Context: an optimization exercise on an open-source flow, tuned for small area, a short achievable clock period and few clock cycles per item. The choices shown serve that exercise and are no tape-out recipe. Only simulation tests tie the RTL to the original design; equivalence was not proved. Power figures rest on the tool's default switching activity, not on a simulated workload.

## v18
// rv32_exec_cluster
module rv32_exec_cluster (
    input  logic                   clk_i,
    input  logic                   rst_n_i,
    input  logic                   issue_valid_i,
    input  rv32_isa_pkg::exec_op_e issue_op_i,
    input  logic [32-1:0]       issue_a_i,
    input  logic [32-1:0]       issue_b_i,
    input  rv32_flow_pkg::tag_t    issue_tag_i,
    output logic                   issue_credit_o,
    input  logic                   res_credit_i,
    output logic                   res_valid_o,
    output rv32_flow_pkg::tag_t    res_tag_o,
    output logic [32-1:0]       res_data_o
);
Size in the first run: ~6,800 cells after synthesis, ~120 I/O pins, roughly 66,000 µm² of cells after synthesis.
Settings: LEC_CHECK=0, CAP_MARGIN=20, CORE_MARGIN=2, CORE_UTILIZATION=40, SETUP_SLACK_MARGIN=5, SLEW_MARGIN=20; clock period 10.0 ns.
run.sh (not shown) runs the stock make flow with config.mk's settings and CLKGATE_MAP_FILE= SYNTH_SCRIPT=/design/flow/synth_recipe.tcl, a recipe that flattens the netlist after the stock synthesis.
The flow did not stop early for v18: all stages ran, and the layout cleared the timing, DRC and antenna checks.
Testbench counts of v18, summed over its fixed seeds: cycles 12,930, items 12,000.
[inputs] v19 vs v18
Settings: a change of CORE_UTILIZATION from 40 to 30; a deleted SETUP_SLACK_MARGIN that had been 5.
==> flow/flow/run.sh (new file) <==
#!/bin/bash
# The standard layout, with its timing repair aimed further below the clock
# period than config.mk's settings allow (a setup margin of 5.4 ns).
set -euo pipefail
bash standard.sh SETUP_SLACK_MARGIN=5.4 finish > standard_flow.log 2>&1
==> flow/standard.sh (new file) <==
#!/bin/bash
# synth_recipe.tcl (not shown) runs the flow's synth.tcl, then flattens the netlist and writes it again
# the make line also repeats each setting of config.mk as NAME=value (left out here)
make -C /OpenROAD-flow-scripts/flow DESIGN_CONFIG=/design/flow/config.mk WORK_HOME=/design/flow/orfs CLKGATE_MAP_FILE= SYNTH_SCRIPT=/design/flow/synth_recipe.tcl "${@:-finish}"
removed: flow/run.sh
Notes after the runs:
On design area, v18 beats v19.
Non-clock inverter instance count of the final layout across v18 and v19: no real change.
Going from v18 to v19, routed via count divided by cell count decreased about 6%, part of the power in combinational logic increased 1.4 points, count of cell instances traversed by the critical path increased 6.
Lower net total in the final layout goes to v18 over v19.
v18 → v19: detailed-placement wirelength estimate up 3.8%; starting density of the core down 10 points; number of ordinary and repair buffers in the finished layout up about 36%.
Fmax: v19 > v18
Looking at clock skew across v18 and v19, the one that comes out lower is v19.

---

Starting RTL as in the previous note.
==> flow/config.mk <==
export PLATFORM = sky130hd
export DESIGN_NAME = rv32_exec_cluster
export DESIGN_NICKNAME = rv32_exec_cluster
export VERILOG_FILES = /design/flow/design.v
export SDC_FILE = /design/flow/constraint.sdc
export NUM_CORES = 4
export LEC_CHECK = 0
export CAP_MARGIN = 20
export CORE_MARGIN = 2
export CORE_UTILIZATION = 40
export SLEW_MARGIN = 20
==> flow/constraint.sdc <==
create_clock -name core_clock -period 10.0 [get_ports {clk_i}]
set_input_delay 2.0000 -clock core_clock [delete_from_list [all_inputs] [get_ports {clk_i}]]
set_output_delay 2.0000 -clock core_clock [all_outputs]
set_load 0.01 [all_outputs]
standard.sh (not shown) runs the stock make flow with config.mk's settings and CLKGATE_MAP_FILE= SYNTH_SCRIPT=/design/flow/synth_recipe.tcl, a recipe that flattens the netlist after the stock synthesis.
==> flow/flow/run.sh <==
#!/bin/bash
# The standard layout, with its timing repair aimed further below the clock
# period than config.mk's settings allow (a setup margin of 5.6 ns).
set -euo pipefail
bash standard.sh SETUP_SLACK_MARGIN=5.6 finish > standard_flow.log 2>&1
The starting point finished with timing, DRC and antenna clean.
Testbench counts at the start, summed over its fixed seeds: cycles 12,930, items 12,000.
Next try:
==> flow/flow/run.sh (replaced) <==
#!/bin/bash
# The standard layout, with its timing repair aimed further below the clock
# period than config.mk's settings allow (a setup margin of 5.4 ns).
set -euo pipefail
bash standard.sh SETUP_SLACK_MARGIN=5.4 finish > standard_flow.log 2>&1
What happened: The changed run completed with no timing, DRC or antenna violations; total power went down by a few percent; core utilization is lower by 2.3 points; critical path depth rises by 1; register-to-register slack is worse by 0.02 ns; design area decreases by a few percent; sequential power is about the same; die area does not change; global-route usage decreases by 0.88 points; setup slack got worse by 0.020 ns; non-clock buffer count shrinks by 193; area after synthesis does not change.

-- re-timing with driven ports --
How much do the figures lean on ideal ports? The routed layouts below were timed once more, with nothing changed but the port constraints.
Step 1 sets driving cells, clkbuf_16 on the clock port and buf_2 on the other inputs (assumed; they add their load-dependent delay and slew).
Step 2 times the ports against the registers' clock, not the clock port: input delays grow and output delays shrink by t, the midpoint of the rising clock arrivals with the driver on.
Three values: ideal, step 1, step 2; two values: the first two.
run | t, ns | slack for setup (ns) | pins driven straight from the clock port
v18 | 0.789 | 5.053 / 4.999 / 5.053 | 1
v19 | 0.814 | 5.293 / 5.293 / 5.293 | 1
the first run of note 2 | 0.785 | 5.351 / 5.351 / 5.351 | 1
the second run of note 2 | 0.780 | 5.331 / 5.331 / 5.331 | 1
After both steps every run listed still meets setup and hold.
